Source: an optimization exercise on an open RTL-to-GDS flow (aim: small area, a short achievable clock period and few clock cycles per item). Production flows keep margins and buffers that such runs may drop.
The RTL was checked by simulation tests, not by an equivalence proof against the original design.
Power figures rest on the tool's default switching activity, not on a simulated workload.

## flow/design.v

```verilog
`timescale 1ns/1ps
`default_nettype none
package int_pipe_pkg;
    typedef logic [31:0] word_t;
    typedef logic [31:0] instr_t;
    typedef logic [4:0]  reg_addr_t;
    typedef logic [4:0]  shamt_t;
    localparam logic [5:0] OP_SPECIAL = 6'b000000;
    localparam logic [5:0] FN_MOVZ = 6'b001010;
    localparam logic [5:0] FN_MOVN = 6'b001011;
    localparam logic [5:0] FN_SYNC = 6'b001111;
endpackage
`default_nettype wire
`timescale 1ns/1ps
`default_nettype none
import int_pipe_pkg::*;
module instr_decoder (
    input  int_pipe_pkg::instr_t    instr,
    input  logic                    rt_zero,
    output logic                    sel_sum,       
    output logic                    sel_slt,       
    output logic                    sel_g,         
    output logic                    sel_p,         
    output logic                    sel_nor,       
    output logic                    sel_lui,       
    output logic                    sel_shr,       
    output logic                    sel_shl,       
    output logic                    sub,           
    output logic                    lt_signed,
    output logic                    srcb_imm,      
    output logic                    srcb_zero,     
    output logic                    imm_sext,      
    output logic                    sft_var,
    output logic                    sft_left,
    output logic                    sft_arith,
    output logic                    wen,
    output int_pipe_pkg::reg_addr_t dest,
    output logic                    reserved
);
    logic [5:0] op;
    logic [5:0] fn;
    logic       special;
    logic       f_arith;      
    logic       f_and;
    logic       f_or;
    logic       f_xor;
    logic       f_nor;
    logic       f_slt;        
    logic       f_shr;        
    logic       f_shl;        
    logic       f_mov;        
    logic       f_sync;
    logic       o_add;        
    logic       o_slt;        
    logic       o_and;
    logic       o_or;
    logic       o_xor;
    logic       o_lui;
    logic       rsv;
    assign op      = instr[31:26];
    assign fn      = instr[5:0];
    assign special = (op == OP_SPECIAL);
    assign f_arith = (fn[5:2] == 4'b1000);
    assign f_and   = (fn == 6'b100100);
    assign f_or    = (fn == 6'b100101);
    assign f_xor   = (fn == 6'b100110);
    assign f_nor   = (fn == 6'b100111);
    assign f_slt   = (fn[5:1] == 5'b10101);
    assign f_shr   = (fn[5:3] == 3'b000) && fn[1];
    assign f_shl   = (fn[5:3] == 3'b000) && (fn[1:0] == 2'b00);
    assign f_mov   = (fn[5:1] == 5'b00101);
    assign f_sync  = (fn == FN_SYNC);
    assign o_add   = (op[5:1] == 5'b00100);
    assign o_slt   = (op[5:1] == 5'b00101);
    assign o_and   = (op == 6'b001100);
    assign o_or    = (op == 6'b001101);
    assign o_xor   = (op == 6'b001110);
    assign o_lui   = (op == 6'b001111);
    assign sel_sum = (special && f_arith) || o_add;
    assign sel_slt = (special && f_slt) || o_slt;
    assign sel_g   = (special && (f_and || f_or)) || o_and || o_or;
    assign sel_p   = (special && (f_or || f_xor || f_mov)) || o_or || o_xor;
    assign sel_nor = special && f_nor;
    assign sel_lui = o_lui;
    assign sel_shr = special && f_shr;
    assign sel_shl = special && f_shl;
    assign sub       = special ? (fn[5] && !fn[2] && fn[1]) : (!op[2] && op[1]);
    assign lt_signed = special ? !fn[0] : !op[0];
    assign srcb_imm  = !special;
    assign srcb_zero = special && f_mov;
    assign imm_sext  = !op[2];
    assign sft_var   = fn[2];
    assign sft_left  = !fn[1];
    assign sft_arith = fn[0];
    assign rsv      = !((special && (f_arith || f_and || f_or || f_xor || f_nor || f_slt
                                     || f_shr || f_shl || f_mov || f_sync))
                        || o_add || o_slt || o_and || o_or || o_xor || o_lui);
    assign reserved = rsv;
    assign wen      = (special && f_mov) ? (rt_zero ^ fn[0]) : !(rsv || (special && f_sync));
    assign dest     = (rsv || (special && f_sync)) ? 5'd0 : (special ? instr[15:11] : instr[20:16]);
endmodule
`default_nettype wire
`timescale 1ns/1ps
`default_nettype none
import int_pipe_pkg::*;
module exec_unit (
    input  int_pipe_pkg::instr_t    instr,
    input  int_pipe_pkg::word_t     rs_val,
    input  int_pipe_pkg::word_t     rt_val,
    input  logic                    sel_sum,
    input  logic                    sel_slt,
    input  logic                    sel_g,
    input  logic                    sel_p,
    input  logic                    sel_nor,
    input  logic                    sel_lui,
    input  logic                    sel_shr,
    input  logic                    sel_shl,
    input  logic                    sub,
    input  logic                    lt_signed,
    input  logic                    srcb_imm,
    input  logic                    srcb_zero,
    input  logic                    imm_sext,
    input  logic                    sft_var,
    input  logic                    sft_left,
    input  logic                    sft_arith,
    output int_pipe_pkg::word_t     result
);
    logic [15:0]          imm;
    int_pipe_pkg::word_t  srcb;
    int_pipe_pkg::word_t  bx;
    int_pipe_pkg::word_t  p;
    int_pipe_pkg::word_t  g;
    int_pipe_pkg::word_t  cy;
    int_pipe_pkg::word_t  sum;
    int_pipe_pkg::word_t  sft_in;
    int_pipe_pkg::word_t  sft_out;
    int_pipe_pkg::word_t  sft_rev;
    int_pipe_pkg::shamt_t sft_amt;
    logic                 lt;
    logic                 fill;
    assign imm  = instr[15:0];
    assign srcb = srcb_imm ? {{16{imm_sext & imm[15]}}, imm} : (rt_val & {32{!srcb_zero}});
    assign bx   = srcb ^ {32{sub}};
    assign p    = rs_val ^ bx;
    assign g    = rs_val & bx;
    always_comb
    begin
        logic [31:0] gg;
        logic [31:0] pp;
        gg    = g;
        pp    = p;
        gg[0] = g[0] | (p[0] & sub);
        for (int l = 0; l < 5; l++)
            for (int i = 0; i < 32; i++)
                if ((i >> l) & 1)
                begin
                    gg[i] = gg[i] | (pp[i] & gg[((i >> l) << l) - 1]);
                    pp[i] = pp[i] & pp[((i >> l) << l) - 1];
                end
        cy = {gg[30:0], sub};
    end
    assign sum = p ^ cy;
    assign lt = (rs_val[31] ^ srcb[31]) ? (lt_signed ? rs_val[31] : srcb[31]) : sum[31];
    assign sft_amt = sft_var ? rs_val[4:0] : instr[10:6];
    assign fill    = sft_arith & rt_val[31];
    always_comb
    begin
        for (int i = 0; i < 32; i++)
            sft_in[i] = sft_left ? rt_val[31 - i] : rt_val[i];
    end
    assign sft_out = 32'($signed({fill, sft_in}) >>> sft_amt);
    always_comb
    begin
        for (int i = 0; i < 32; i++)
            sft_rev[i] = sft_out[31 - i];
    end
    assign result = ({32{sel_sum}} & sum)
                  | ({32{sel_g}}   & g)
                  | ({32{sel_p}}   & p)
                  | ({32{sel_nor}} & ~(rs_val | srcb))
                  | ({32{sel_lui}} & {imm, 16'h0000})
                  | ({32{sel_slt}} & {31'b0, lt})
                  | ({32{sel_shr}} & sft_out)
                  | ({32{sel_shl}} & sft_rev);
endmodule
`default_nettype wire
`timescale 1ns/1ps
`default_nettype none
import int_pipe_pkg::*;
module result_stage (
    input  logic                     clk,
    input  logic                     reset,
    input  logic                     in_valid,
    output logic                     in_ready,
    input  logic                     sel_wen,
    input  int_pipe_pkg::reg_addr_t  sel_dest,
    input  int_pipe_pkg::word_t      sel_data,
    input  logic                     sel_reserved,
    output logic                     out_valid,
    input  logic                     out_ready,
    output logic                     out_wen,
    output int_pipe_pkg::reg_addr_t  out_dest,
    output int_pipe_pkg::word_t      out_data,
    output logic                     out_reserved
);
    assign in_ready = !out_valid || out_ready;
    always_ff @(posedge clk)
    begin
        if (reset)
            out_valid <= 1'b0;
        else if (in_ready)
            out_valid <= in_valid;
    end
    always_ff @(posedge clk)
    begin
        if (in_valid && in_ready)
        begin
            out_wen      <= sel_wen;
            out_dest     <= sel_dest;
            out_data     <= sel_data;
            out_reserved <= sel_reserved;
        end
    end
endmodule
`default_nettype wire
`timescale 1ns/1ps
`default_nettype none
import int_pipe_pkg::*;
module int_pipe_top (
    input  logic                     clk,
    input  logic                     reset,
    input  logic                     in_valid,
    output logic                     in_ready,
    input  int_pipe_pkg::instr_t     instr,
    input  int_pipe_pkg::word_t      rs_data,
    input  int_pipe_pkg::word_t      rt_data,
    output logic                     out_valid,
    input  logic                     out_ready,
    output logic                     out_wen,
    output int_pipe_pkg::reg_addr_t  out_dest,
    output int_pipe_pkg::word_t      out_data,
    output logic                     out_reserved
);
    logic sel_sum, sel_slt, sel_g, sel_p, sel_nor, sel_lui, sel_shr, sel_shl;
    logic sub, lt_signed, srcb_imm, srcb_zero, imm_sext;
    logic sft_var, sft_left, sft_arith;
    logic wen, reserved;
    int_pipe_pkg::reg_addr_t dest;
    int_pipe_pkg::word_t     result;
    instr_decoder u_instr_decoder (
        .instr     (instr),
        .rt_zero   (rt_data == '0),
        .sel_sum   (sel_sum),
        .sel_slt   (sel_slt),
        .sel_g     (sel_g),
        .sel_p     (sel_p),
        .sel_nor   (sel_nor),
        .sel_lui   (sel_lui),
        .sel_shr   (sel_shr),
        .sel_shl   (sel_shl),
        .sub       (sub),
        .lt_signed (lt_signed),
        .srcb_imm  (srcb_imm),
        .srcb_zero (srcb_zero),
        .imm_sext  (imm_sext),
        .sft_var   (sft_var),
        .sft_left  (sft_left),
        .sft_arith (sft_arith),
        .wen       (wen),
        .dest      (dest),
        .reserved  (reserved)
    );
    exec_unit u_exec_unit (
        .instr     (instr),
        .rs_val    (rs_data),
        .rt_val    (rt_data),
        .sel_sum   (sel_sum),
        .sel_slt   (sel_slt),
        .sel_g     (sel_g),
        .sel_p     (sel_p),
        .sel_nor   (sel_nor),
        .sel_lui   (sel_lui),
        .sel_shr   (sel_shr),
        .sel_shl   (sel_shl),
        .sub       (sub),
        .lt_signed (lt_signed),
        .srcb_imm  (srcb_imm),
        .srcb_zero (srcb_zero),
        .imm_sext  (imm_sext),
        .sft_var   (sft_var),
        .sft_left  (sft_left),
        .sft_arith (sft_arith),
        .result    (result)
    );
    result_stage u_result_stage (
        .clk          (clk),
        .reset        (reset),
        .in_valid     (in_valid),
        .in_ready     (in_ready),
        .sel_wen      (wen),
        .sel_dest     (dest),
        .sel_data     (result),
        .sel_reserved (reserved),
        .out_valid    (out_valid),
        .out_ready    (out_ready),
        .out_wen      (out_wen),
        .out_dest     (out_dest),
        .out_data     (out_data),
        .out_reserved (out_reserved)
    );
endmodule
`default_nettype wire
```

## flow/flow/run.sh

```bash
#!/bin/bash
# The standard layout with three changes:
#  - synthesis maps with the ABC script in flow/abc_area.script (ABC_AREA=1
#    picks it up from a copy of the ORFS scripts folder; nothing else differs)
#  - the full and half adder cells are added to the don't-use list, so
#    synthesis leaves adders as plain gates for ABC to map
#  - the port buffers are the smallest plain buffer (buf_1) instead of the
#    default delay buffer
set -e
rm -rf scripts
cp -r "$FLOW_HOME/scripts" scripts
cp flow/abc_area.script scripts/abc_area.script
DU="$(cat flow/dont_use.txt)"
export BUFFER_PORTS_ARGS="-buffer_cell sky130_fd_sc_hd__buf_1"
bash standard.sh SCRIPTS_DIR="$PWD/scripts" "DONT_USE_CELLS=$DU" finish > standard.log 2>&1
```

## flow/flow/abc_area.script

```
strash
dch
map -B 0.9
topo
```

## flow/flow/dont_use.txt

```
sky130_fd_sc_hd__probe_p_8 sky130_fd_sc_hd__probec_p_8 sky130_fd_sc_hd__lpflow_bleeder_1 sky130_fd_sc_hd__lpflow_clkbufkapwr_1 sky130_fd_sc_hd__lpflow_clkbufkapwr_16 sky130_fd_sc_hd__lpflow_clkbufkapwr_2 sky130_fd_sc_hd__lpflow_clkbufkapwr_4 sky130_fd_sc_hd__lpflow_clkbufkapwr_8 sky130_fd_sc_hd__lpflow_clkinvkapwr_1 sky130_fd_sc_hd__lpflow_clkinvkapwr_16 sky130_fd_sc_hd__lpflow_clkinvkapwr_2 sky130_fd_sc_hd__lpflow_clkinvkapwr_4 sky130_fd_sc_hd__lpflow_clkinvkapwr_8 sky130_fd_sc_hd__lpflow_decapkapwr_12 sky130_fd_sc_hd__lpflow_decapkapwr_3 sky130_fd_sc_hd__lpflow_decapkapwr_4 sky130_fd_sc_hd__lpflow_decapkapwr_6 sky130_fd_sc_hd__lpflow_decapkapwr_8 sky130_fd_sc_hd__lpflow_inputiso0n_1 sky130_fd_sc_hd__lpflow_inputiso0p_1 sky130_fd_sc_hd__lpflow_inputiso1n_1 sky130_fd_sc_hd__lpflow_inputiso1p_1 sky130_fd_sc_hd__lpflow_inputisolatch_1 sky130_fd_sc_hd__lpflow_isobufsrc_1 sky130_fd_sc_hd__lpflow_isobufsrc_16 sky130_fd_sc_hd__lpflow_isobufsrc_2 sky130_fd_sc_hd__lpflow_isobufsrc_4 sky130_fd_sc_hd__lpflow_isobufsrc_8 sky130_fd_sc_hd__lpflow_isobufsrckapwr_16 sky130_fd_sc_hd__lpflow_lsbuf_lh_hl_isowell_tap_1 sky130_fd_sc_hd__lpflow_lsbuf_lh_hl_isowell_tap_2 sky130_fd_sc_hd__lpflow_lsbuf_lh_hl_isowell_tap_4 sky130_fd_sc_hd__lpflow_lsbuf_lh_isowell_4 sky130_fd_sc_hd__lpflow_lsbuf_lh_isowell_tap_1 sky130_fd_sc_hd__lpflow_lsbuf_lh_isowell_tap_2 sky130_fd_sc_hd__lpflow_lsbuf_lh_isowell_tap_4  sky130_fd_sc_hd__fa_1 sky130_fd_sc_hd__fa_2 sky130_fd_sc_hd__fa_4 sky130_fd_sc_hd__ha_1 sky130_fd_sc_hd__ha_2 sky130_fd_sc_hd__ha_4
```

## flow/standard.sh

```bash
#!/bin/bash
# synth_recipe.tcl (not shown) runs the flow's synth.tcl, then flattens the netlist and writes it again
# the make line also repeats each setting of config.mk as NAME=value (left out here)
make -C /OpenROAD-flow-scripts/flow DESIGN_CONFIG=/design/flow/config.mk WORK_HOME=/design/flow/orfs CLKGATE_MAP_FILE= SYNTH_SCRIPT=/design/flow/synth_recipe.tcl "${@:-finish}"
```

## flow/config.mk

```make
export PLATFORM = sky130hd
export DESIGN_NAME = int_pipe_top
export DESIGN_NICKNAME = int_pipe_top
export VERILOG_FILES = /design/flow/design.v
export SDC_FILE = /design/flow/constraint.sdc
export NUM_CORES = 4
export LEC_CHECK = 0
export ABC_AREA = 1
export CAP_MARGIN = 20
export CORE_MARGIN = 2
export CORE_UTILIZATION = 50
export SETUP_SLACK_MARGIN = 2.5
export SLEW_MARGIN = 20
```

## flow/constraint.sdc

```tcl
create_clock -name core_clock -period 7.0 [get_ports {clk}]
set_input_delay 1.4000 -clock core_clock [delete_from_list [all_inputs] [get_ports {clk}]]
set_output_delay 1.4000 -clock core_clock [all_outputs]
set_load 0.01 [all_outputs]
```

==> flow_metrics.py, run 1 <==
metrics = {
    "grt": {
        "first_global_vias": 8918,
        "globalRoute.totalOverflow": 0,
        "grt_pass1_wl_um": 47500,
        "grt_usage_pct": 41.0,
        "initial_antenna_violation_count": 0,
        "grt_start_max_net_pins": 54,
    },
    "detailed_routing": {
        "firstDrtPassIters": 9,
        "post_detailed_route_count_of_antenna_violating_nets": 0,
        "post_drt_via_cell_ratio": 6.06,
        "detail_route.wl_per_cell_um": 18.3,
        "wirelength_routed_um": 31200,
        "route.detailed.drc": 0,
        "dr_total_vias": 10300,
        "detail_route.iter0.violations": 1160,
    },
    "layout": {
        "area_taken_by_multi_input_logic_gates_um2": 5630,
        "most_common_library_cell_in_the_layout_ignoring_fill_and_taps": "sky130_fd_sc_hd__nand2_1",
        "area_growth_syn_to_layout_pct": 20.3,
        "drive_gt1_share_pct": 7.02,
        "layout_utilization_pct": 61.8,
        "design.final.nets": 1624,
        "fillerInstances": 1465,
        "n_antenna_cell": 0,
        "final_cell_mix": "sky130_fd_sc_hd__nand2_1, sky130_fd_sc_hd__o21ai_0, sky130_fd_sc_hd__nand3_1, sky130_fd_sc_hd__clkinv_1, sky130_fd_sc_hd__buf_1",
        "seqCellArea_um2": 1190,
    },
    "power_and_ir_drop": {
        "power.density_cell_area_nw_per_um2": 138,
        "relative_contribution_of_combinational_cells_to_total_power_pct": 49.3,
        "total_power_mw": 1.18,
        "switchingPower_uw": 532,
        "ir_drop_uv": 80.8,
        "total_leakage_power_nw": 3.50,
        "power.share.sequential_pct": 24.0,
        "p_sw_share_pct": 45.0,
        "power.clock.fraction_pct": 26.8,
        "p_int_uw": 651,
    },
    "timing": {
        "fmaxAchievable_ghz": 0.231,
        "setup_viol": 0,
        "min_period_over_period_pct": 61.9,
        "finalWorstPathRequiredPeriod_ns": 4.33,
        "rsz0062_at_grt": "yes",
        "clock_skew_ns": 0.0110,
        "timing.setup.tns_ns": 0,
        "report.final.slew_viol_count": 0,
        "tightest_slew_ns": 0.807,
        "worst_slew_margin_rel_pct": 45.9,
        "number_of_hold_violations_in_the_final_report": 0,
    },
    "job": {
        "maxCapViolCount": 0,
    },
    "floorplanning": {
        "rows": 43,
        "die_y_um": 123,
        "die-width_um": 123,
        "core_area_um2": 13900,
        "ios": 141,
        "floorplan.initialDensity_pct": 51.3,
        "dieArea_um2": 15200,
    },
    "worst_setup_path": {
        "required_ns": 7.04,
        "timing.critical_path.fanout_max": 43,
        "arrival_ns": 4.37,
        "crit_type": "in2reg",
        "worstSetupEndpointType": "register",
        "setup.worst_path.start_class": "input pin",
    },
    "clock_network": {
        "holdBufCountCts": 0,
        "clockRootBuffer": "sky130_fd_sc_hd__clkbuf_16",
        "cts_tree": "yes",
        "clk_latency_ns": 0.31,
        "cts.sink_count": 40,
        "cts_made_buffers": 5,
        "cts-htree-levels": 2,
        "cts.reportedPaths.clkPinSlew_ns": 0.06,
        "cts-root-to-sink-buffers": 2,
    },
    "outcome": {
        "outcome": "no timing/DRC/antenna violations",
    },
    "yosys": {
        "syn-cell-area_um2": 7130,
        "syn-mean-instance-area_um2": 5.29,
        "ffs_latches_synth": 40,
        "yosys_warnings": 2,
        "synth-main-ff-cell": "sky130_fd_sc_hd__edfxtp_1",
        "asyncSetResetFlopFracSynth_pct": 0,
        "synth-edff-count": 39,
        "synth_fp_nets": 1448,
        "synth_seq_area_share_pct": 16.7,
        "synthCells": 1348,
        "netlist-cell-type-count": 34,
    },
    "min_path": {
        "worst_hold_path_type": "reg2reg",
    },
    "placed_design": {
        "hpwl_um": 23300,
        "place.port_buffers": 135,
        "routabilityCongestion": 1.04,
    },
}
[metrics by stage]
stage,cells,instance area (um2),hold WS [ns],worst slack [ns]
global route,1705,8570,0.589,2.49
floorplan,1348,7200,0.577,2.56
detailed placement,1684,8110,0.540,1.22
CTS,1702,8450,0.548,2.51
global placement,1684,8110,0.520,1.29
finish,1705,8570,0.543,2.67
[cells in the mapped netlist (3+ instances only)]
cell / instances / share of area, %
sky130_fd_sc_hd__o22ai_1: 4 / 0.35
sky130_fd_sc_hd__o211ai_1: 11 / 1.2
sky130_fd_sc_hd__o32ai_1: 9 / 1.1
sky130_fd_sc_hd__nand3_1: 149 / 10
sky130_fd_sc_hd__a211oi_1: 4 / 0.42
sky130_fd_sc_hd__nand4_1: 8 / 0.70
sky130_fd_sc_hd__o21ai_0: 170 / 12
sky130_fd_sc_hd__edfxtp_1: 39 / 16
sky130_fd_sc_hd__clkinv_1: 146 / 7.7
sky130_fd_sc_hd__mux2i_1: 6 / 0.84
sky130_fd_sc_hd__a21oi_1: 79 / 5.5
sky130_fd_sc_hd__o221a_2: 3 / 0.47
sky130_fd_sc_hd__o2111ai_1: 8 / 0.98
sky130_fd_sc_hd__nand2_1: 510 / 27
sky130_fd_sc_hd__a31oi_1: 10 / 0.88
sky130_fd_sc_hd__o221ai_1: 6 / 0.74
sky130_fd_sc_hd__nor4_1: 16 / 1.4
sky130_fd_sc_hd__a221oi_1: 3 / 0.37
sky130_fd_sc_hd__xor2_1: 5 / 0.61
sky130_fd_sc_hd__or2_2: 14 / 1.2
sky130_fd_sc_hd__nor3_1: 29 / 2.0
sky130_fd_sc_hd__nand3b_1: 11 / 1.2
sky130_fd_sc_hd__nor2_1: 95 / 5.0
[critical path: stages]
cell and delay, ns:
sky130_fd_sc_hd__buf_1 0.07, sky130_fd_sc_hd__buf_4 0.24, sky130_fd_sc_hd__nand2_1 0.10, sky130_fd_sc_hd__o21ai_2 0.07
sky130_fd_sc_hd__buf_6 0.28, sky130_fd_sc_hd__clkinv_1 0.10, sky130_fd_sc_hd__buf_4 0.21, sky130_fd_sc_hd__o21ai_0 0.25
sky130_fd_sc_hd__mux2i_1 0.18, sky130_fd_sc_hd__o21ai_0 0.30, sky130_fd_sc_hd__nand2_1 0.08, sky130_fd_sc_hd__o21ai_0 0.15
sky130_fd_sc_hd__clkinv_1 0.11, sky130_fd_sc_hd__o21ai_1 0.29, sky130_fd_sc_hd__nor2_1 0.11, sky130_fd_sc_hd__nor3_1 0.30
sky130_fd_sc_hd__nand2_1 0.11
[final timing paths]
path | start | end | slack (ns) | depth (start not counted)
worst min register to register | u_result_stage.out_valid | u_result_stage.out_valid | 0.54 | 2
worst max register to register | u_result_stage.out_valid | u_result_stage.out_dest[3] | 5.67 | 2
worst min-delay path | u_result_stage.out_valid | u_result_stage.out_valid | 0.54 | 2
worst max-delay path | instr[2] | u_result_stage.out_data[27] | 2.67 | 17
[layer usage]
layer | share of wire [%] | up-vias | track usage (%) | routed length [um]
met3 | 11 | 153 | 8.07 | 3540
met2 | 42 | 612 | 60.9 | 13100
met4 | 6.3 | 0 | 21.6 | 1960
li1 | - | 5004 | - | -
met1 | 41 | 4566 | 55.8 | 12600
met5 | 0 | - | 0 | 0
[power by group through the flow]
stage	Combinational, mW	Sequential (mW)	Clock, mW
finish	0.583	0.284	0.317
global route	0.646	0.286	0.323
CTS	0.551	0.284	0.316
detailed placement	0.541	0.289	0
global placement	0.536	0.289	0
floorplan	0.350	0.299	0
[what timing repair did]
action | CTS | global route
gates resized for setup | 17 | 30
setup endpoints to repair | 30 | 29
pin swaps | 4 | 4
gates cloned | 2 | 1
buffers inserted | 8 | 2
[registers in the layout, summed over array words and instances (netlist names)]
name / cells
u_result_stage.out_valid: 1
u_result_stage.out_dest: 5
u_result_stage.out_reserved: 1
u_result_stage.out_wen: 1
u_result_stage.out_data: 32
[final cells by class]
type                            count  share of cell area [%]
Sequential cell                    40                    13.9
Clock buffer                        6                    1.50
Multi-Input combinational cell   1165                    65.7
Timing Repair Buffer              166                    9.00
Tap cell                          180                    2.63
Clock inverter                      2                   0.701
Inverter                          146                    6.55
[cell families (layout without fill, tap and decap cells)]
kind of cell | after synthesis | in the layout | share of synthesized area [%]
AO/OA/AOI/OAI | 317 | 317 | 25.1
flip-flops | 40 | 40 | 16.7
multiplexers | 6 | 6 | 0.843
XOR/XNOR | 5 | 5 | 0.614
AND/OR/NAND/NOR | 834 | 837 | 49.1
buffers and inverters | 146 | 320 | 7.69
Testbench counts, summed over its fixed seeds: cycles 16,008, items 16,000.
==> inputs of run 2 (changes only) <==
==> flow/flow/abc_area.script (replaced) <==
strash
dch
map
topo
--- a/flow/config.mk
+++ b/flow/config.mk
@@ -11,3 +11,3 @@
 export CORE_UTILIZATION = 50
-export SETUP_SLACK_MARGIN = 2.5
+export SETUP_SLACK_MARGIN = 2.75
 export SLEW_MARGIN = 20
==> flow_metrics.py, run 2 <==
metrics = {
    "yosys": {
        "syn-cell-area_um2": 7470,
        "ranking_of_synthesized_cells_by_area": "sky130_fd_sc_hd__nand2_1, sky130_fd_sc_hd__edfxtp_1, sky130_fd_sc_hd__o21ai_0",
        "netlist-cell-type-count": 43,
        "synth_top_cells_by_count": "sky130_fd_sc_hd__nand2_1, sky130_fd_sc_hd__o21ai_0, sky130_fd_sc_hd__nand3_1",
        "asyncSetResetFlopFracSynth_pct": 0,
        "synth_simple_gate_area_share_pct": 41.9,
        "synth-edff-count": 39,
        "ffs_latches_synth": 40,
        "yosysMostFrequentCell": "sky130_fd_sc_hd__nand2_1",
        "synth_fp_nets": 1403,
        "synthXorXnorAreaFrac_pct": 1.99,
        "synth.largest_area_cell": "sky130_fd_sc_hd__nand2_1",
        "synth_top_family_by_area": "simple AND/OR/NAND/NOR gates",
        "yosys_warnings": 2,
        "synth_largest_type_area_fraction_pct": 17.4,
        "synth-compound-area-share_pct": 33.2,
        "synth-main-ff-cell": "sky130_fd_sc_hd__edfxtp_1",
        "post_synth_fa_ha_maj_area_fraction_pct": 0,
        "synthMuxAreaShare_pct": 0.937,
        "synthCells": 1303,
        "synth_seq_area_share_pct": 15.9,
        "syn-mean-instance-area_um2": 5.74,
    },
    "timing": {
        "post-route-worst-setup-slack_ns": 2.62,
        "min_period_over_period_pct": 62.6,
        "clock_skew_ns": 0.0196,
        "setup_viol": 0,
        "finalWorstPathRequiredPeriod_ns": 4.38,
        "worst_slew_margin_rel_pct": 40.5,
        "report.final.slew_viol_count": 0,
        "number_of_hold_violations_in_the_final_report": 0,
        "tightest_slew_ns": 0.885,
        "timing.setup.tns_ns": 0,
        "fmaxAchievable_ghz": 0.228,
        "rsz0062_at_grt": "yes",
        "hold-worst-slack_ns": 0.538,
    },
    "floorplanning": {
        "floorplan.initialDensity_pct": 51.2,
        "die_y_um": 126,
        "ios": 141,
        "rows": 44,
        "die-width_um": 126,
        "dieArea_um2": 15900,
        "core_area_um2": 14600,
    },
    "grt": {
        "grt_start_max_net_pins": 61,
        "grt_usage_pct": 46.8,
        "initial_antenna_violation_count": 0,
        "grt_pass1_wl_um": 57400,
        "globalRoute.totalOverflow": 0,
        "first_global_vias": 10200,
    },
    "worst_setup_path": {
        "critical_path.slowest_cell": "sky130_fd_sc_hd__clkinv_1",
        "crit_type": "in2reg",
        "setup.worst_path.start_class": "input pin",
        "ff2ff_setup_slack_ns": 5.66,
        "timing.critical_path.fanout_max": 30,
        "crit_chain": "buf_1 > nor2_4 > nand4_1 > buf_12 > nor3_1 > a21oi_2 > buf_4 > clkinv_1 > nand2_1 > o221ai_1 > a21oi_1 > o221a_2 > nand2_2",
        "worstSetupEndpointType": "register",
        "required_ns": 7.05,
        "arrival_ns": 4.43,
        "delay_of_the_slowest_cell_on_the_worst_path_ns": 0.67,
    },
    "detailed_routing": {
        "detail_route.iter0.violations": 2068,
        "wirelength_routed_um": 41800,
        "firstDrtPassIters": 7,
        "post_drt_via_cell_ratio": 7.00,
        "detail_route.wl_per_cell_um": 23.8,
        "post_detailed_route_count_of_antenna_violating_nets": 0,
        "dr_total_vias": 12300,
        "route.detailed.drc": 0,
    },
    "layout": {
        "drive_gt1_share_pct": 18.5,
        "area_growth_syn_to_layout_pct": 39.3,
        "instances_no_fill": 1759,
        "regMostFlops": "u_result_stage.out_data",
        "largest_register_ffs": 32,
        "most_common_library_cell_in_the_layout_ignoring_fill_and_taps": "sky130_fd_sc_hd__nand2_1",
        "top_regs": "u_result_stage.out_data (32), u_result_stage.out_dest (5)",
        "design.final.nets": 1674,
        "n_antenna_cell": 0,
        "layout_utilization_pct": 71.4,
        "final_cell_mix": "sky130_fd_sc_hd__nand2_1, sky130_fd_sc_hd__o21ai_0, sky130_fd_sc_hd__nand3_1, sky130_fd_sc_hd__buf_1, sky130_fd_sc_hd__clkinv_1",
    },
    "clock_network": {
        "cts-root-to-sink-buffers": 2,
        "clockRootBuffer": "sky130_fd_sc_hd__clkbuf_16",
        "cts.reportedPaths.clkPinSlew_ns": 0.06,
        "cts.sink_count": 40,
        "cts_made_buffers": 5,
        "clk_latency_ns": 0.32,
        "cts-htree-levels": 2,
        "cts_tree": "yes",
    },
    "outcome": {
        "outcome": "no timing/DRC/antenna violations",
    },
    "power_and_ir_drop": {
        "power.density_cell_area_nw_per_um2": 130,
        "total_leakage_power_nw": 3.96,
        "ir_drop_uv": 91.1,
    },
    "placed_design": {
        "routabilityCongestion": 1.09,
        "place.port_buffers": 135,
        "hpwl_um": 27200,
        "setup_slack_after_placement_ns": 1.07,
        "dp_cells": 1648,
    },
    "job": {
        "maxCapViolCount": 0,
    },
    "min_path": {
        "worst_hold_path_type": "reg2reg",
    },
}
==> run 2: changes by cell type after synthesis, moves of 5 or more <==
cell / previous run / this run
sky130_fd_sc_hd__o21a_1: 1 / 9
sky130_fd_sc_hd__o2bb2ai_1: 0 / 5
sky130_fd_sc_hd__a31oi_1: 10 / 25
sky130_fd_sc_hd__nand2_1: 510 / 347
sky130_fd_sc_hd__clkinv_1: 146 / 119
sky130_fd_sc_hd__o221ai_1: 6 / 15
sky130_fd_sc_hd__nand4_1: 8 / 42
sky130_fd_sc_hd__a21oi_1: 79 / 108
sky130_fd_sc_hd__nand3_1: 149 / 156
sky130_fd_sc_hd__or2_2: 14 / 9
sky130_fd_sc_hd__nor3_1: 29 / 24
sky130_fd_sc_hd__a22oi_1: 1 / 9
==> run 2: layout make-up <==
cell class              count  area, um2
multi-input cells        1149       6590
fillers                  1256       4170
repair buffers            259       1760
flip-flops and latches     40       1190
inverters                 119        479
well taps                 184        230
clock buffers               5        125
clock inverters             3       42.5
==> run 2: metrics by stage <==
step | power, mW | area [um2]
after floorplan | 0.690 | 7770
after global placement | 0.893 | 8740
after detailed placement | 0.899 | 8740
after CTS | 1.22 | 9390
after global routing | 1.40 | 10400
final | 1.35 | 10400
==> run 2: where the power goes <==
group | switching, mW | internal [mW] | leakage, nW
clock network | 0.122 | 0.169 | 0.0814
logic | 0.520 | 0.258 | 3.49
registers | 0.00402 | 0.280 | 0.395
==> run 2: cell families after synthesis <==
logic type / count (synthesis)
AO/OA/AOI/OAI: 417
XOR/XNOR: 9
AND/OR/NAND/NOR: 711
flip-flops: 40
multiplexers: 7
buffers and inverters: 119
==> run 2: per-layer routing <==
| metal | routed length, um | part of all wire [%] | GRT usage [%] | up-vias |
|---|---|---|---|---|
| met5 | 0 | 0 | 0 | - |
| met2 | 16300 | 39 | 67.2 | 1218 |
| li1 | - | - | - | 5356 |
| met4 | 4040 | 9.7 | 28.2 | 0 |
| met1 | 14200 | 34 | 60.4 | 5363 |
| met3 | 7270 | 17 | 16.0 | 380 |
==> run 2: final timing paths <==
path	start	end	cells past startpoint
max	instr[31]	u_result_stage.out_data[31]	13
min reg2reg	u_result_stage.out_valid	u_result_stage.out_valid	2
max reg2reg	u_result_stage.out_valid	u_result_stage.out_reserved	2
min	u_result_stage.out_valid	u_result_stage.out_valid	2
==> run 2: critical path: cells and delay by family <==
family,cells,cell delay (ns)
simple gates,5,0.70
compound gates,4,0.77
buf+inv,4,1.52
==> run 2: what timing repair did <==
| action | CTS | global route |
|---|---|---|
| hold buffers | 0 | 0 |
| gates resized for setup | 44 | 117 |
| pin swaps | 15 | 42 |
| gates cloned | 6 | 4 |
| hold endpoints to repair | 0 | 0 |
| buffers inserted | 28 | 65 |
| setup endpoints to repair | 34 | 29 |
==> inputs of run 3 (changes only) <==
==> flow/flow/abc_area.script (replaced) <==
&get -n
&st
&dch
&nf -D 2000
&put
topo
==> flow_metrics.py, run 3 <==
metrics = {
    "power_and_ir_drop": {
        "ir_drop_uv": 88.9,
        "switchingPower_uw": 597,
        "power.clock.fraction_pct": 18.6,
        "relative_contribution_of_combinational_cells_to_total_power_pct": 60.4,
        "p_sw_share_pct": 44.3,
        "p_int_uw": 751,
        "total_leakage_power_nw": 3.60,
        "power.share.sequential_pct": 21.1,
        "power.density_cell_area_nw_per_um2": 140,
    },
    "clock_network": {
        "cts_tree": "yes",
        "clockRootBuffer": "sky130_fd_sc_hd__clkbuf_16",
        "cts_made_buffers": 5,
        "clk_latency_ns": 0.30,
        "holdBufCountCts": 0,
        "cts.sink_count": 40,
        "cts-root-to-sink-buffers": 2,
        "cts.reportedPaths.clkPinSlew_ns": 0.06,
        "cts-htree-levels": 2,
    },
    "worst_setup_path": {
        "worstSetupEndpointType": "register",
        "crit_type": "in2reg",
        "crit_chain": "buf_1 > buf_6 > nor4bb_4 > nand2b_1 > buf_6 > a31oi_4 > xnor3_2 > o2bb2ai_4 > a221oi_4 > o311ai_4 > a311o_2 > buf_4 > buf_6 > a221oi_2 > nor2_1 > xor2_1 > o21ai_0",
        "delay_of_the_slowest_cell_on_the_worst_path_ns": 0.53,
        "critical_path.slowest_cell": "sky130_fd_sc_hd__a311o_2",
        "ff2ff_setup_slack_ns": 5.39,
        "arrival_ns": 4.86,
        "timing.critical_path.fanout_max": 6,
        "critPathMostFrequentCell": "sky130_fd_sc_hd__buf_6",
        "required_ns": 7.03,
        "setup.worst_path.start_class": "input pin",
        "reg2reg_depth": 2,
    },
    "layout": {
        "drive_gt1_share_pct": 21.4,
        "final_cell_mix": "sky130_fd_sc_hd__nor2_1, sky130_fd_sc_hd__buf_1, sky130_fd_sc_hd__nand2_1, sky130_fd_sc_hd__o21ai_0, sky130_fd_sc_hd__a21oi_1",
        "n_antenna_cell": 0,
        "most_common_library_cell_in_the_layout_ignoring_fill_and_taps": "sky130_fd_sc_hd__nor2_1",
        "design.final.nets": 1324,
        "area_growth_syn_to_layout_pct": 42.1,
        "seqCellArea_um2": 1190,
        "regMostFlops": "u_result_stage.out_data",
        "top_regs": "u_result_stage.out_data (32), u_result_stage.out_dest (5)",
        "fillerInstances": 1136,
        "area_taken_by_multi_input_logic_gates_um2": 6460,
        "largest_register_ffs": 32,
    },
    "job": {
        "maxCapViolCount": 0,
    },
    "timing": {
        "tightest_slew_ns": 1.10,
        "hold-worst-slack_ns": 0.518,
        "number_of_hold_violations_in_the_final_report": 0,
        "rsz0062_at_grt": "yes",
        "min_period_over_period_pct": 69.0,
        "finalWorstPathRequiredPeriod_ns": 4.83,
        "setup_viol": 0,
        "clock_skew_ns": 0.00854,
        "worst_slew_margin_rel_pct": 26.7,
        "fmaxAchievable_ghz": 0.207,
        "timing.setup.tns_ns": 0,
        "post-route-worst-setup-slack_ns": 2.17,
        "report.final.slew_viol_count": 0,
    },
    "grt": {
        "grt_start_max_net_pins": 40,
        "grt_pass1_wl_um": 48200,
        "grt_usage_pct": 43.1,
        "initial_antenna_violation_count": 0,
        "globalRoute.totalOverflow": 0,
        "first_global_vias": 8499,
    },
    "floorplanning": {
        "core_area_um2": 13200,
        "ios": 141,
        "die_y_um": 121,
        "die-width_um": 121,
        "dieArea_um2": 14500,
        "rows": 42,
        "floorplan.initialDensity_pct": 51.3,
    },
    "detailed_routing": {
        "detail_route.iter0.violations": 1764,
        "post_detailed_route_count_of_antenna_violating_nets": 0,
        "firstDrtPassIters": 8,
        "post_drt_via_cell_ratio": 6.90,
        "dr_total_vias": 9668,
        "route.detailed.drc": 0,
        "wirelength_routed_um": 32500,
        "detail_route.wl_per_cell_um": 23.2,
    },
    "yosys": {
        "synth.largest_area_cell": "sky130_fd_sc_hd__edfxtp_1",
        "ffs_latches_synth": 40,
        "asyncSetResetFlopFracSynth_pct": 0,
        "syn-cell-area_um2": 6800,
        "synth_largest_type_area_fraction_pct": 17.2,
        "synth_seq_area_share_pct": 17.5,
        "synth_top_cells_by_count": "sky130_fd_sc_hd__nor2_1, sky130_fd_sc_hd__o21ai_0, sky130_fd_sc_hd__nand2_1",
        "syn-mean-instance-area_um2": 7.10,
        "netlist-cell-type-count": 61,
        "ranking_of_synthesized_cells_by_area": "sky130_fd_sc_hd__edfxtp_1, sky130_fd_sc_hd__o21ai_0, sky130_fd_sc_hd__xnor2_1",
        "synth_fp_nets": 1057,
        "synth-main-ff-cell": "sky130_fd_sc_hd__edfxtp_1",
        "yosys_warnings": 2,
        "synthCells": 957,
        "synth-edff-count": 39,
        "yosysMostFrequentCell": "sky130_fd_sc_hd__nor2_1",
    },
    "placed_design": {
        "routabilityCongestion": 1.05,
        "hpwl_um": 22400,
        "place.port_buffers": 135,
        "setup_slack_after_placement_ns": 0.624,
    },
    "min_path": {
        "worst_hold_path_type": "reg2reg",
        "worstHoldPathCells": 2,
    },
    "outcome": {
        "outcome": "no timing/DRC/antenna violations",
    },
}
-- run 3: worst max-delay path: cells and delay by family --
kind                      cells  cell delay (ns)
buffers and inverters         5             0.67
AOI/OAI and AO/OA             7             1.69
xor gates and xnor gates      2             0.47
and+or+nand+nor               3             0.59
-- run 3: final cells by class --
class,instances,area share [%]
Clock buffer,6,1.44
Timing Repair Buffer,255,16.4
Clock inverter,2,0.104
Sequential cell,40,12.3
Tap cell,176,2.28
Inverter,15,0.622
Multi-Input combinational cell,907,66.8
-- run 3: kinds of logic after synthesis --
| family | share of synthesized area [%] |
|---|---|
| AO/OA/AOI/OAI | 35.4 |
| AND/OR/NAND/NOR | 24.0 |
| XOR/XNOR | 13.4 |
| multiplexers | 7.95 |
| flip-flops | 17.5 |
| buffers and inverters | 0.828 |
| adder cells (fa/ha/maj) | 0.884 |
-- run 3: worst paths after layout --
path                                                from                           to
worst min register to register  u_result_stage.out_valid     u_result_stage.out_valid
worst max-delay path                            instr[4]  u_result_stage.out_data[25]
worst min-delay path            u_result_stage.out_valid     u_result_stage.out_valid
worst max register to register  u_result_stage.out_valid       u_result_stage.out_wen
-- run 3: stage by stage --
step | area [um2] | power (mW) | cells | util, %
floorplan | 6930 | 0.701 | 957 | -
global placement | 7960 | 0.899 | 1307 | 60.1
detailed placement | 7960 | 0.902 | 1307 | 60.1
CTS | 9120 | 1.25 | 1374 | 68.9
global route | 9660 | 1.40 | 1401 | 73.0
finish | 9660 | 1.35 | 1401 | 73.0
-- run 3: timing repair --
action,CTS,global route
gates resized for setup,120,74
buffers inserted,54,27
hold endpoints to repair,0,0
pin swaps,39,25
cloned,5,0
endpoints found under the setup margin,32,32
-- run 3: power by group through the flow --
stage | logic [mW] | clock network [mW] | registers, mW
finish | 0.814 | 0.250 | 0.284
global route | 0.862 | 0.255 | 0.286
CTS | 0.717 | 0.248 | 0.285
detailed placement | 0.613 | 0 | 0.290
global placement | 0.610 | 0 | 0.289
floorplan | 0.402 | 0 | 0.299
-- run 3: layer usage --
metal	vias up	track usage [%]	share of wire, %
li1	4253	-	-
met1	4362	57.1	37
met4	0	23.8	7.2
met5	-	0	0
met3	195	9.76	15
met2	858	64.8	41
==> inputs of run 4 (changes only) <==
==> flow/flow/abc_area.script (replaced) <==
strash
dch -f
map -B 0.9
topo
==> flow_metrics.py, run 4 <==
metrics = {
    "outcome": {
        "outcome": "no timing/DRC/antenna violations",
    },
    "clock_network": {
        "cts-root-to-sink-buffers": 2,
        "clk_latency_ns": 0.30,
        "cts-htree-levels": 2,
        "holdBufCountCts": 0,
        "cts_tree": "yes",
        "clockRootBuffer": "sky130_fd_sc_hd__clkbuf_16",
        "cts_made_buffers": 5,
        "cts.reportedPaths.clkPinSlew_ns": 0.07,
        "cts.sink_count": 40,
    },
    "placed_design": {
        "hpwl_um": 23500,
        "routabilityCongestion": 1.05,
        "place.port_buffers": 135,
        "dp_cells": 1676,
        "setup_slack_after_placement_ns": 1.35,
    },
    "timing": {
        "min_period_over_period_pct": 59.4,
        "timing.setup.tns_ns": 0,
        "tightest_slew_ns": 0.832,
        "clock_skew_ns": 0.00691,
        "number_of_hold_violations_in_the_final_report": 0,
        "finalWorstPathRequiredPeriod_ns": 4.16,
        "report.final.slew_viol_count": 0,
        "setup_viol": 0,
        "fmaxAchievable_ghz": 0.241,
        "post-route-worst-setup-slack_ns": 2.84,
        "rsz0062_at_grt": "yes",
        "worst_slew_margin_rel_pct": 44.5,
    },
    "min_path": {
        "worst_hold_path_type": "reg2reg",
        "worstHoldPathCells": 2,
    },
    "grt": {
        "first_global_vias": 8800,
        "globalRoute.totalOverflow": 0,
        "initial_antenna_violation_count": 0,
        "grt_pass1_wl_um": 48700,
        "grt_start_max_net_pins": 58,
        "grt_usage_pct": 42.4,
    },
    "power_and_ir_drop": {
        "switchingPower_uw": 554,
        "p_sw_share_pct": 46.6,
        "ir_drop_uv": 76.9,
        "power.clock.fraction_pct": 23.4,
        "power.density_cell_area_nw_per_um2": 133,
        "relative_contribution_of_combinational_cells_to_total_power_pct": 52.7,
        "total_leakage_power_nw": 3.66,
        "p_int_uw": 634,
        "total_power_mw": 1.19,
        "power.share.sequential_pct": 23.9,
    },
    "detailed_routing": {
        "wirelength_routed_um": 33700,
        "dr_total_vias": 10700,
        "post_drt_via_cell_ratio": 6.24,
        "detail_route.wl_per_cell_um": 19.6,
        "firstDrtPassIters": 7,
        "detail_route.iter0.violations": 1645,
        "post_detailed_route_count_of_antenna_violating_nets": 0,
        "route.detailed.drc": 0,
    },
    "worst_setup_path": {
        "crit_chain": "buf_6 > clkinv_2 > nand3_4 > nor2_4 > nor2_4 > buf_12 > nand3_1 > nand3_1 > clkinv_1 > nand2_1 > nand2_1 > nand2_1 > nand2_1 > nand2_1 > nand2_2 > a21oi_2 > nand2_1 > nand2_1 > nand3_1 > nand2_1 > nand2_1",
        "arrival_ns": 4.20,
        "timing.critical_path.fanout_max": 15,
        "reg2reg_depth": 2,
        "setup.worst_path.start_class": "input pin",
        "required_ns": 7.05,
        "critPathMostFrequentCell": "sky130_fd_sc_hd__nand2_1",
        "crit_type": "in2reg",
        "critical_path.slowest_cell": "sky130_fd_sc_hd__a21oi_2",
        "delay_of_the_slowest_cell_on_the_worst_path_ns": 0.27,
        "worstSetupEndpointType": "register",
    },
    "layout": {
        "most_common_library_cell_in_the_layout_ignoring_fill_and_taps": "sky130_fd_sc_hd__nand2_1",
        "top_regs": "u_result_stage.out_data (32), u_result_stage.out_dest (5)",
        "area_growth_syn_to_layout_pct": 24.9,
        "final_cell_mix": "sky130_fd_sc_hd__nand2_1, sky130_fd_sc_hd__o21ai_0, sky130_fd_sc_hd__clkinv_1, sky130_fd_sc_hd__nand3_1, sky130_fd_sc_hd__buf_1",
        "instances_no_fill": 1718,
        "n_antenna_cell": 0,
        "design.final.nets": 1637,
        "regMostFlops": "u_result_stage.out_data",
        "drive_gt1_share_pct": 8.32,
        "largest_register_ffs": 32,
        "fillerInstances": 1411,
    },
    "yosys": {
        "synth_seq_area_share_pct": 16.7,
        "syn-mean-instance-area_um2": 5.32,
        "synth.largest_area_cell": "sky130_fd_sc_hd__nand2_1",
        "ranking_of_synthesized_cells_by_area": "sky130_fd_sc_hd__nand2_1, sky130_fd_sc_hd__edfxtp_1, sky130_fd_sc_hd__o21ai_0",
        "synth_top_cells_by_count": "sky130_fd_sc_hd__nand2_1, sky130_fd_sc_hd__o21ai_0, sky130_fd_sc_hd__clkinv_1",
        "synth_largest_type_area_fraction_pct": 26.3,
        "yosys_warnings": 2,
        "ffs_latches_synth": 40,
        "synth-edff-count": 39,
        "syn-cell-area_um2": 7130,
        "yosysMostFrequentCell": "sky130_fd_sc_hd__nand2_1",
        "synth_fp_nets": 1439,
        "netlist-cell-type-count": 31,
        "asyncSetResetFlopFracSynth_pct": 0,
        "synth-main-ff-cell": "sky130_fd_sc_hd__edfxtp_1",
        "synthCells": 1339,
    },
    "floorplanning": {
        "rows": 43,
        "core_area_um2": 13900,
        "die_y_um": 123,
        "ios": 141,
        "dieArea_um2": 15200,
        "floorplan.initialDensity_pct": 51.3,
        "die-width_um": 123,
    },
    "job": {
        "maxCapViolCount": 0,
    },
}
-- run 4: cell count changes after synthesis, moves of 46 or more --
| cell | delta |
|---|---|
| sky130_fd_sc_hd__nand2_1 | +383 |
| sky130_fd_sc_hd__clkinv_1 | +143 |
| sky130_fd_sc_hd__nand3_1 | +128 |
| sky130_fd_sc_hd__xnor2_1 | -63 |
| sky130_fd_sc_hd__nor2_1 | -46 |
| sky130_fd_sc_hd__o21ai_0 | +46 |
-- run 4: through the flow --
stage	utilization [%]	hold slack (ns)	area [um2]
after floorplan	-	0.577	7200
after global placement	58.5	0.525	8120
after detailed placement	58.5	0.544	8120
after CTS	61.9	0.553	8590
after global routing	64.1	0.565	8900
final	64.1	0.549	8900
-- run 4: logic make-up (layout without fill, tap and decap cells) --
| family | Yosys count | after routing | synth area share [%] |
|---|---|---|---|
| AO/OA/AOI/OAI | 330 | 333 | 26.4 |
| multiplexers | 14 | 14 | 1.97 |
| AND/OR/NAND/NOR | 794 | 799 | 46.2 |
| flip-flops | 40 | 40 | 16.7 |
| XOR/XNOR | 3 | 3 | 0.369 |
| buffers and inverters | 158 | 349 | 8.32 |
-- run 4: final cells by class --
cell class	count	area [um2]	area share [%]
Tap cell	180	225	2.53
Sequential cell	40	1190	13.4
Timing Repair Buffer	183	1010	11.4
Clock inverter	2	35.0	0.394
Clock buffer	6	129	1.45
Multi-Input combinational cell	1149	5690	63.9
Inverter	158	621	6.97
-- run 4: repair_timing --
item,in CTS,in global routing
resized for setup,35,52
buffers inserted,10,14
endpoints found under the setup margin,32,29
cloned,6,4
pin swaps,8,14
-- run 4: final timing paths --
| path | start | slack (ns) | endpoint |
|---|---|---|---|
| hold / removal | u_result_stage.out_valid | 0.55 | u_result_stage.out_valid |
| hold reg to reg | u_result_stage.out_valid | 0.55 | u_result_stage.out_valid |
| setup reg to reg | u_result_stage.out_valid | 5.61 | u_result_stage.out_data[5] |
| setup / recovery | instr[2] | 2.84 | u_result_stage.out_data[0] |
-- run 4: layer usage --
metal,vias up,wire length (um),global-route usage (%)
met1,4701,12800,56.3
li1,5055,-,-
met3,180,4860,12.5
met5,-,0,0
met2,790,13800,61.8
met4,0,2230,22.2
-- run 4: power groups by stage --
stage / clock [mW] / sequential, mW / combinational [mW]
finish: 0.278 / 0.284 / 0.626
global route: 0.284 / 0.286 / 0.678
CTS: 0.276 / 0.284 / 0.565
detailed placement: 0 / 0.289 / 0.539
global placement: 0 / 0.289 / 0.533
floorplan: 0 / 0.299 / 0.347
-- run 4: worst max-delay path: cells and delay by family --
family                 cells  cell delay (ns)
and+or+nand+nor           16             1.89
buffers and inverters      4             0.61
AOI/OAI and AO/OA          1             0.27
==> inputs of run 5 (changes only) <==
==> flow/flow/abc_area.script (replaced) <==
strash
dch
map -B 1.5
topo
==> flow_metrics.py, run 5 <==
metrics = {
    "floorplanning": {
        "die-width_um": 128,
        "core_area_um2": 15100,
        "floorplan.initialDensity_pct": 50.8,
        "rows": 45,
        "dieArea_um2": 16300,
        "die_y_um": 128,
        "ios": 141,
    },
    "yosys": {
        "synth_fp_nets": 1643,
        "synth_top_cells_by_count": "sky130_fd_sc_hd__nand2_1, sky130_fd_sc_hd__clkinv_1, sky130_fd_sc_hd__o21ai_0",
        "synth.largest_area_cell": "sky130_fd_sc_hd__nand2_1",
        "yosysMostFrequentCell": "sky130_fd_sc_hd__nand2_1",
        "synth_seq_area_share_pct": 15.5,
        "asyncSetResetFlopFracSynth_pct": 0,
        "syn-cell-area_um2": 7670,
        "netlist-cell-type-count": 28,
        "ffs_latches_synth": 40,
        "ranking_of_synthesized_cells_by_area": "sky130_fd_sc_hd__nand2_1, sky130_fd_sc_hd__edfxtp_1, sky130_fd_sc_hd__clkinv_1",
        "syn-mean-instance-area_um2": 4.97,
        "synth-main-ff-cell": "sky130_fd_sc_hd__edfxtp_1",
        "synth_largest_type_area_fraction_pct": 35.0,
        "synth-edff-count": 39,
        "yosys_warnings": 2,
        "synthCells": 1543,
    },
    "clock_network": {
        "cts-root-to-sink-buffers": 2,
        "cts_tree": "yes",
        "holdBufCountCts": 0,
        "clk_latency_ns": 0.30,
        "cts.sink_count": 40,
        "clockRootBuffer": "sky130_fd_sc_hd__clkbuf_16",
        "cts-htree-levels": 2,
        "cts_made_buffers": 5,
        "cts.reportedPaths.clkPinSlew_ns": 0.06,
    },
    "worst_setup_path": {
        "arrival_ns": 4.20,
        "critPathMostFrequentCell": "sky130_fd_sc_hd__nand2_1",
        "timing.critical_path.fanout_max": 66,
        "worst-path-buf-inv": 5,
        "required_ns": 7.05,
        "critical_path.slowest_cell": "sky130_fd_sc_hd__nor4_1",
        "reg2reg_depth": 6,
        "crit_type": "in2reg",
        "r2r-start": "u_result_stage.out_valid",
        "r2r_end": "u_result_stage.out_data[10]",
        "delay_of_the_slowest_cell_on_the_worst_path_ns": 0.42,
        "worstSetupEndpointType": "register",
        "worst_path_dominant_cell_family": "buffers and inverters",
        "crit_chain": "clkbuf_2 > clkbuf_8 > clkinv_2 > nand3_1 > nand2_1 > clkinv_1 > buf_4 > nor2_1 > nor4_1 > nand2_1 > a21oi_1 > nand2_1",
        "ff2ff_setup_slack_ns": 5.67,
        "timing.critical_path.depth": 12,
        "setup.worst_path.start_class": "input pin",
    },
    "power_and_ir_drop": {
        "total_leakage_power_nw": 4.24,
        "p_int_uw": 636,
        "p_sw_share_pct": 46.8,
        "power.density_cell_area_nw_per_um2": 128,
        "power.clock.fraction_pct": 23.0,
        "power.share.sequential_pct": 23.9,
        "ir_drop_uv": 93.7,
        "switchingPower_uw": 559,
        "relative_contribution_of_combinational_cells_to_total_power_pct": 53.1,
    },
    "layout": {
        "area_growth_syn_to_layout_pct": 21.9,
        "final_cell_mix": "sky130_fd_sc_hd__nand2_1, sky130_fd_sc_hd__clkinv_1, sky130_fd_sc_hd__buf_1, sky130_fd_sc_hd__o21ai_0, sky130_fd_sc_hd__nand3_1",
        "top_regs": "u_result_stage.out_data (32), u_result_stage.out_dest (5)",
        "design.final.nets": 1829,
        "largest_register_ffs": 32,
        "regMostFlops": "u_result_stage.out_data",
        "instances_no_fill": 1919,
        "most_common_library_cell_in_the_layout_ignoring_fill_and_taps": "sky130_fd_sc_hd__nand2_1",
        "layout_utilization_pct": 61.9,
        "drive_gt1_share_pct": 8.44,
    },
    "timing": {
        "number_of_hold_violations_in_the_final_report": 0,
        "setup_viol": 0,
        "min_period_over_period_pct": 59.2,
        "fmaxAchievable_ghz": 0.241,
        "timing.setup.tns_ns": 0,
        "finalWorstPathRequiredPeriod_ns": 4.15,
        "report.final.slew_viol_count": 0,
        "clock_skew_ns": 0.0114,
        "tightest_slew_ns": 1.12,
        "rsz0062_at_grt": "yes",
        "worst_slew_margin_rel_pct": 25.0,
    },
    "grt": {
        "globalRoute.totalOverflow": 0,
        "grt_pass1_wl_um": 48400,
        "grt_usage_pct": 38.0,
        "initial_antenna_violation_count": 1,
        "grt_start_max_net_pins": 67,
        "first_global_vias": 9361,
    },
    "detailed_routing": {
        "detail_route.iter0.violations": 939,
        "wirelength_routed_um": 31400,
        "post_detailed_route_count_of_antenna_violating_nets": 0,
        "post_drt_via_cell_ratio": 5.62,
        "detail_route.wl_per_cell_um": 16.4,
        "route.detailed.drc": 0,
        "firstDrtPassIters": 8,
        "dr_total_vias": 10800,
    },
    "placed_design": {
        "dp_cells": 1882,
        "routabilityCongestion": 1.01,
        "place.port_buffers": 135,
        "hpwl_um": 23900,
    },
    "min_path": {
        "worstHoldStart": "u_result_stage.out_valid",
        "hold-path-endpoint": "u_result_stage.out_valid",
        "worst_hold_path_type": "reg2reg",
        "worstHoldPathCells": 4,
    },
    "outcome": {
        "outcome": "no timing/DRC/antenna violations",
    },
    "job": {
        "maxCapViolCount": 0,
    },
}
==> run 5: cell count changes in the layout (fill, tap and decap cells not counted), sizes merged, moves of 28 or more <==
| cell | previous run | this run |
|---|---|---|
| nand2 | 501 | 717 |
| clkinv | 152 | 228 |
| o21ai | 174 | 139 |
| nor2 | 89 | 122 |
| a21oi | 75 | 46 |
| nand3 | 147 | 119 |
==> run 5: through the flow <==
step / area, um2 / hold WS (ns) / setup slack (ns) / power, mW
3_5_place_dp: 8630 / 0.596 / 1.55 / 0.868
3_3_place_gp: 8630 / 0.599 / 1.59 / 0.862
6_report: 9340 / 0.601 / 2.85 / 1.19
2_1_floorplan: 7750 / 0.621 / 2.76 / 0.687
5_1_grt: 9340 / 0.666 / 2.65 / 1.28
4_1_cts: 8940 / 0.610 / 2.70 / 1.15
==> run 5: final cells by class <==
type                       count  area (um2)
timing repair inverter         3        18.8
sequential                    40        1190
timing repair buffer         172         818
inverter                     232         892
antenna                        1        2.50
clock inverter                 3        42.5
multi-input combinational   1275        6020
tap                          188         235
clock buffer                   5         125
fill                        1635        5750
==> run 5: cell families after synthesis <==
logic type / share of synthesized area, %
flip-flops: 15.5
XOR/XNOR: 1.60
AND/OR/NAND/NOR: 53.4
buffers and inverters: 11.4
AO/OA/AOI/OAI: 16.9
multiplexers: 1.17
==> run 5: metal layers <==
| metal | vias to the layer above | GRT usage, % | wire, um |
|---|---|---|---|
| met2 | 541 | 59.2 | 13400 |
| met3 | 112 | 7.05 | 3380 |
| li1 | 5392 | - | - |
| met1 | 4732 | 51.4 | 13100 |
| met4 | 0 | 16.6 | 1600 |
| met5 | - | 0 | 0 |
==> run 5: power by group through the flow <==
stage                     registers [mW]  clock network (mW)  logic (mW)
final                              0.285               0.275       0.634
after global routing               0.287               0.283       0.708
after CTS                          0.286               0.277       0.589
after detailed placement           0.291                   0       0.577
after global placement             0.291                   0       0.572
after floorplan                    0.301                   0       0.386
==> run 5: worst max-delay path by stage <==
stage,slack [ns],from,endpoint
floorplan,2.76,instr[9],u_result_stage.out_data[26]
global placement,1.59,instr[2],u_result_stage.out_data[0]
detailed placement,1.55,instr[2],u_result_stage.out_data[0]
CTS,2.70,instr[28],u_result_stage.out_data[0]
global route,2.65,instr[31],u_result_stage.out_data[0]
finish,2.85,instr[1],u_result_stage.out_data[24]
==> run 5: worst register-to-register path, delay by kind of cell (launching register included) <==
family	cells	cell delay (ns)
AND/OR/NAND/NOR	2	0.08
flip-flops	1	0.31
buffers and inverters	4	0.56
==> run 5: timing repair <==
action,in CTS,in global routing
pin swaps,5,12
setup buffers,6,15
endpoints found under the setup margin,32,31
cloned,3,4
gates resized for setup,26,83
==> inputs of run 6 (changes only) <==
==> flow/flow/abc_area.script (replaced) <==
strash
dch
map -B 0.9
topo
==> flow_metrics.py, run 6 <==
metrics = {
    "worst_setup_path": {
        "arrival_ns": 4.18,
        "timing.critical_path.fanout_max": 8,
        "worstSetupEndpointType": "register",
        "delay_of_the_slowest_cell_on_the_worst_path_ns": 0.29,
        "crit_type": "in2reg",
        "setup.worst_path.start_class": "input pin",
        "crit_chain": "clkbuf_2 > clkinv_1 > nor2_4 > nand2_4 > o21ai_4 > buf_12 > buf_4 > buf_4 > nand2_1 > nand3_1 > clkinv_1 > a21boi_0 > nand2_2 > a21oi_4 > nand2_4 > nand2_1 > nand3_1 > nand3_1 > nand3b_1",
        "critPathMostFrequentCell": "sky130_fd_sc_hd__nand3_1",
        "critical_path.slowest_cell": "sky130_fd_sc_hd__a21oi_4",
        "required_ns": 7.02,
    },
    "floorplanning": {
        "die-width_um": 123,
        "die_y_um": 123,
        "core_area_um2": 13900,
        "dieArea_um2": 15200,
        "floorplan.initialDensity_pct": 51.3,
        "rows": 43,
        "ios": 141,
    },
    "layout": {
        "most_common_library_cell_in_the_layout_ignoring_fill_and_taps": "sky130_fd_sc_hd__nand2_1",
        "area_growth_syn_to_layout_pct": 23.5,
        "regMostFlops": "u_result_stage.out_data",
        "top_regs": "u_result_stage.out_data (32), u_result_stage.out_dest (5)",
        "seqCellArea_um2": 1190,
        "fillerInstances": 1421,
        "design.final.nets": 1634,
        "area_taken_by_multi_input_logic_gates_um2": 5800,
        "final_cell_mix": "sky130_fd_sc_hd__nand2_1, sky130_fd_sc_hd__o21ai_0, sky130_fd_sc_hd__nand3_1, sky130_fd_sc_hd__clkinv_1, sky130_fd_sc_hd__buf_1",
        "largest_register_ffs": 32,
        "instances_no_fill": 1715,
        "drive_gt1_share_pct": 9.58,
        "n_antenna_cell": 0,
    },
    "yosys": {
        "synthCells": 1348,
        "synth_largest_type_area_fraction_pct": 26.9,
        "yosys_warnings": 2,
        "synth-main-ff-cell": "sky130_fd_sc_hd__edfxtp_1",
        "synth_fp_nets": 1448,
        "syn-mean-instance-area_um2": 5.29,
        "yosysMostFrequentCell": "sky130_fd_sc_hd__nand2_1",
        "syn-cell-area_um2": 7130,
        "ranking_of_synthesized_cells_by_area": "sky130_fd_sc_hd__nand2_1, sky130_fd_sc_hd__edfxtp_1, sky130_fd_sc_hd__o21ai_0",
        "synth_seq_area_share_pct": 16.7,
        "netlist-cell-type-count": 34,
        "synth-edff-count": 39,
        "asyncSetResetFlopFracSynth_pct": 0,
        "ffs_latches_synth": 40,
        "synth.largest_area_cell": "sky130_fd_sc_hd__nand2_1",
        "synth_top_cells_by_count": "sky130_fd_sc_hd__nand2_1, sky130_fd_sc_hd__o21ai_0, sky130_fd_sc_hd__nand3_1",
    },
    "timing": {
        "timing.setup.tns_ns": 0,
        "report.final.slew_viol_count": 0,
        "min_period_over_period_pct": 59.4,
        "setup_viol": 0,
        "number_of_hold_violations_in_the_final_report": 0,
        "tightest_slew_ns": 0.745,
        "clock_skew_ns": 0.0126,
        "worst_slew_margin_rel_pct": 49.9,
        "rsz0062_at_grt": "yes",
        "finalWorstPathRequiredPeriod_ns": 4.16,
        "fmaxAchievable_ghz": 0.240,
    },
    "placed_design": {
        "place.port_buffers": 135,
        "hpwl_um": 23600,
        "routabilityCongestion": 1.04,
        "dp_cells": 1687,
    },
    "grt": {
        "grt_usage_pct": 40.9,
        "globalRoute.totalOverflow": 0,
        "grt_start_max_net_pins": 54,
        "first_global_vias": 8843,
        "initial_antenna_violation_count": 0,
        "grt_pass1_wl_um": 47400,
    },
    "outcome": {
        "outcome": "no timing/DRC/antenna violations",
    },
    "clock_network": {
        "cts_made_buffers": 5,
        "cts-root-to-sink-buffers": 2,
        "clk_latency_ns": 0.31,
        "cts.sink_count": 40,
        "cts_tree": "yes",
        "cts.reportedPaths.clkPinSlew_ns": 0.06,
        "cts-htree-levels": 2,
        "clockRootBuffer": "sky130_fd_sc_hd__clkbuf_16",
    },
    "min_path": {
        "worst_hold_path_type": "reg2reg",
    },
    "power_and_ir_drop": {
        "total_leakage_power_nw": 3.58,
        "ir_drop_uv": 86.1,
        "power.density_cell_area_nw_per_um2": 133,
    },
    "detailed_routing": {
        "firstDrtPassIters": 6,
        "wirelength_routed_um": 31800,
        "dr_total_vias": 10300,
        "detail_route.iter0.violations": 1312,
        "post_drt_via_cell_ratio": 6.03,
        "detail_route.wl_per_cell_um": 18.5,
        "route.detailed.drc": 0,
        "post_detailed_route_count_of_antenna_violating_nets": 0,
    },
    "job": {
        "maxCapViolCount": 0,
    },
}
[run 6: cell types whose count changed after synthesis, sizes merged, moves of 6 or more]
cell     change
nand3       +31
a21oi       +33
o2111ai      +7
nand3b       +7
xor2         -9
nand2      -205
clkinv      -86
nor2        -26
o21ai       +31
a31oi        +6
nand4        -9
nor3        +12
[run 6: path summary, 6_finish.rpt]
path / from / to / slack [ns] / cells past startpoint
worst max-delay path: instr[1] / u_result_stage.out_data[19] / 2.84 / 19
worst min-delay path: u_result_stage.out_valid / u_result_stage.out_valid / 0.55 / 2
worst max register to register: u_result_stage.out_valid / u_result_stage.out_dest[0] / 5.68 / 2
worst min register to register: u_result_stage.out_valid / u_result_stage.out_valid / 0.55 / 2
[run 6: metal layers]
metal / wire (um) / vias to the layer above / track usage (%)
li1: - / 5035 / -
met1: 12400 / 4486 / 53.5
met2: 13400 / 692 / 61.6
met3: 4140 / 124 / 10.8
met4: 1920 / 0 / 21.2
met5: 0 / - / 0
[run 6: cells by family after synthesis]
family | Yosys count | synth area share (%)
compound gates | 317 | 25.1
buf+inv | 146 | 7.69
xor+xnor | 5 | 0.614
mux | 6 | 0.843
flops | 40 | 16.7
simple gates | 834 | 49.1
[run 6: timing repair]
item	4_1_cts	5_1_grt
endpoints found under the setup margin	27	29
setup buffers	8	7
gates resized for setup	25	63
hold buffers	0	0
cloned	3	2
pin swaps	7	7
[run 6: area by class of cell]
| class | count | area share, % |
|---|---|---|
| inverter | 146 | 6.41 |
| multi-input combinational | 1167 | 65.9 |
| clock inverter | 3 | 0.483 |
| tap | 180 | 2.56 |
| timing repair buffer | 174 | 9.68 |
| clock buffer | 5 | 1.42 |
| sequential | 40 | 13.5 |
[run 6: through the flow]
stage / area (um2) / hold slack, ns / power [mW] / setup slack [ns] / utilization (%)
after floorplan: 7220 / 0.577 / 0.650 / 2.72 / -
after global placement: 8160 / 0.520 / 0.827 / 1.78 / 58.8
after detailed placement: 8160 / 0.553 / 0.833 / 1.77 / 58.8
after CTS: 8520 / 0.563 / 1.12 / 2.74 / 61.4
after global routing: 8800 / 0.604 / 1.24 / 2.67 / 63.4
final: 8800 / 0.553 / 1.17 / 2.84 / 63.4
[run 6: worst max-delay path: cells and delay by family]
family          cells  cell delay (ns)
compound gates      3             0.70
buf+inv             6             0.82
simple gates       10             1.26
[run 6: power breakdown]
part / switching (mW) / total [mW] / internal, mW / leakage (nW)
Clock: 0.111 / 0.279 / 0.168 / 0.0798
Sequential: 0.00382 / 0.284 / 0.280 / 0.395
Combinational: 0.431 / 0.607 / 0.176 / 3.10
Total: 0.546 / 1.17 / 0.624 / 3.58

[static timing again, ports no longer ideal]
No port has a modelled driver above. Below, the same layouts with a new extraction and two added sets of constraints.
Step 1 assumes that a clkbuf_16 drives the clock port and a buf_2 every other input.
Step 2, shift: input delay + t, output delay - t, t = (earliest + latest rising clock arrival at the registers) / 2. This alone moves slack from input paths to output paths.
Slacks: no drivers / after step 1 / after step 2; pairs: no drivers / after step 1.
run | t, ns | setup slack, ns | worst slew at a driven data input, ns
run 1 | 0.347 | 2.668 / 2.691 / 2.344 | 0.05
run 2 | 0.349 | 2.619 / 2.637 / 2.288 | 0.05
run 3 | 0.343 | 2.170 / 2.194 / 1.851 | 0.04
run 4 | 0.344 | 2.843 / 2.847 / 2.503 | 0.05
run 5 | 0.338 | 2.854 / 2.871 / 2.533 | 0.08
run 6 | 0.347 | 2.839 / 2.861 / 2.515 | 0.05
After both steps setup and hold are still met in every run listed. For run 4, which loses most, drivers alone change the setup slack by +0.004 ns; drivers and shift together by -0.340 ns.
